Context: an optimization exercise on an open-source flow, tuned for small area, a short achievable clock period and few clock cycles per item. The choices shown serve that exercise and are no tape-out recipe.
Only simulation tests tie the RTL to the original design; equivalence was not proved.

==> flow/design.v (excerpt) <==
module julian_day_to_calendar_date (
  input  logic                     clk,
  input  logic                     rst,
  input  logic                     stamp_valid,
  output logic                     stamp_ready,
  input  logic [IN_W-1:0]          stamp_julian_time,
  output logic                     date_valid,
  input  logic                     date_ready,
  output logic signed [YEAR_W-1:0] date_year,
  output logic [MONTH_W-1:0]       date_month,
  output logic [DAY_W-1:0]         date_day_whole,
  output logic [FO_W-1:0]          date_day_fraction
);
Settings: LEC_CHECK=0, CAP_MARGIN=20, CORE_MARGIN=2, CORE_UTILIZATION=60, SETUP_SLACK_MARGIN=5, SLEW_MARGIN=20; clock period 10.0 ns.
run.sh (not shown) runs the stock make flow with config.mk's settings and CLKGATE_MAP_FILE= SYNTH_SCRIPT=/design/flow/synth_recipe.tcl, a recipe that flattens the netlist after the stock synthesis.
Testbench counts at the start, summed over its fixed seeds: cycles 16,032, items 16,000.
Next try:
--- a/flow/design.v
+++ b/flow/design.v
@@ -1654,58 +1654,23 @@
   assign yt[10] = s2sum >= 13'd4017;
   always_comb begin
     yp = 4'd0;
     for (int i = 0; i < 11; i++) begin
       if (yt[i]) yp = 4'(i + 1);
     end
   end
-  logic [13:0] qe14;
-  logic [13:0] m1179;
-  assign qe14  = 14'(qe2);
-  assign m1179 = -14'd1179;
-  logic [13:0] y0h;
-  logic [14:0] y0h_c;
-  assign y0h_c[0] = 1'b0;
-  assign y0h[0] = qe14[0] ^ m1179[0] ^ y0h_c[0];
-  assign y0h_c[1] = (qe14[0] & m1179[0]) | (qe14[0] & y0h_c[0]) | (m1179[0] & y0h_c[0]);
-  assign y0h[1] = qe14[1] ^ m1179[1] ^ y0h_c[1];
-  assign y0h_c[2] = (qe14[1] & m1179[1]) | (qe14[1] & y0h_c[1]) | (m1179[1] & y0h_c[1]);
-  assign y0h[2] = qe14[2] ^ m1179[2] ^ y0h_c[2];
-  assign y0h_c[3] = (qe14[2] & m1179[2]) | (qe14[2] & y0h_c[2]) | (m1179[2] & y0h_c[2]);
-  assign y0h[3] = qe14[3] ^ m1179[3] ^ y0h_c[3];
-  assign y0h_c[4] = (qe14[3] & m1179[3]) | (qe14[3] & y0h_c[3]) | (m1179[3] & y0h_c[3]);
-  assign y0h[4] = qe14[4] ^ m1179[4] ^ y0h_c[4];
-  assign y0h_c[5] = (qe14[4] & m1179[4]) | (qe14[4] & y0h_c[4]) | (m1179[4] & y0h_c[4]);
-  assign y0h[5] = qe14[5] ^ m1179[5] ^ y0h_c[5];
-  assign y0h_c[6] = (qe14[5] & m1179[5]) | (qe14[5] & y0h_c[5]) | (m1179[5] & y0h_c[5]);
-  assign y0h[6] = qe14[6] ^ m1179[6] ^ y0h_c[6];
-  assign y0h_c[7] = (qe14[6] & m1179[6]) | (qe14[6] & y0h_c[6]) | (m1179[6] & y0h_c[6]);
-  assign y0h[7] = qe14[7] ^ m1179[7] ^ y0h_c[7];
-  assign y0h_c[8] = (qe14[7] & m1179[7]) | (qe14[7] & y0h_c[7]) | (m1179[7] & y0h_c[7]);
-  assign y0h[8] = qe14[8] ^ m1179[8] ^ y0h_c[8];
-  assign y0h_c[9] = (qe14[8] & m1179[8]) | (qe14[8] & y0h_c[8]) | (m1179[8] & y0h_c[8]);
-  assign y0h[9] = qe14[9] ^ m1179[9] ^ y0h_c[9];
-  assign y0h_c[10] = (qe14[9] & m1179[9]) | (qe14[9] & y0h_c[9]) | (m1179[9] & y0h_c[9]);
-  assign y0h[10] = qe14[10] ^ m1179[10] ^ y0h_c[10];
-  assign y0h_c[11] = (qe14[10] & m1179[10]) | (qe14[10] & y0h_c[10]) | (m1179[10] & y0h_c[10]);
-  assign y0h[11] = qe14[11] ^ m1179[11] ^ y0h_c[11];
-  assign y0h_c[12] = (qe14[11] & m1179[11]) | (qe14[11] & y0h_c[11]) | (m1179[11] & y0h_c[11]);
-  assign y0h[12] = qe14[12] ^ m1179[12] ^ y0h_c[12];
-  assign y0h_c[13] = (qe14[12] & m1179[12]) | (qe14[12] & y0h_c[12]) | (m1179[12] & y0h_c[12]);
-  assign y0h[13] = qe14[13] ^ m1179[13] ^ y0h_c[13];
-  assign y0h_c[14] = (qe14[13] & m1179[13]) | (qe14[13] & y0h_c[13]) | (m1179[13] & y0h_c[13]);
   logic [8:0]  s23;
   logic [3:0]  yp3;
   logic [15:0] y03;
   logic [15:0] f3;
   always_ff @(posedge clk) begin
     if (en3) begin
       s23   <= s2sum[8:0];
       yp3   <= yp;
-      y03   <= {y0h, 2'b00};
+      y03   <= 16'({qe2, 2'b00}) - 16'd4716;
       f3    <= f2;
     end
   end
   logic [8:0]  yoff3;
   always_comb begin
     unique case (yp3)
       4'd0:    yoff3 = 9'(0);
The new run ran to the end with no violations. Count of clock-buffer cells in the layout does not change. Worst hold slack loses 0.0038 ns. First-iteration DRC count grows by roughly a tenth. Die area grows slightly. Cell area shrinks slightly. Maximum frequency is about the same. Synthesized area grows slightly. Non-clock buffer count shrinks by 14.
Testbench counts after the change, summed over its fixed seeds: cycles 16,032, items 16,000.

## separate check: timing with driven ports
No port has a modelled driver above. Below, the same layouts with a new extraction and two added sets of constraints. Step 1 assumes that a clkbuf_16 drives the clock port and a buf_2 every other input. Step 2 adds t to the input delays and takes it off the output delays; t is the mean of the earliest and latest rising clock arrival at the registers after step 1. Input paths then give back, and output paths get back, about the clock's delay inside the block. a / b / c = ideal / step 1 / step 2; a / b = the first two.
| run | t (ns) | slack for setup (ns) | worst hold slack (ns) |
|---|---|---|---|
| the first run | 0.484 | 5.050 / 5.024 / 4.674 | 0.415 / 0.415 / 0.415 |
| the second run | 0.482 | 5.059 / 5.030 / 4.793 | 0.412 / 0.412 / 0.412 |
After both steps every run listed still meets setup and hold. For the first run, which loses most, drivers alone change the setup slack by -0.026 ns; drivers and shift together by -0.376 ns.
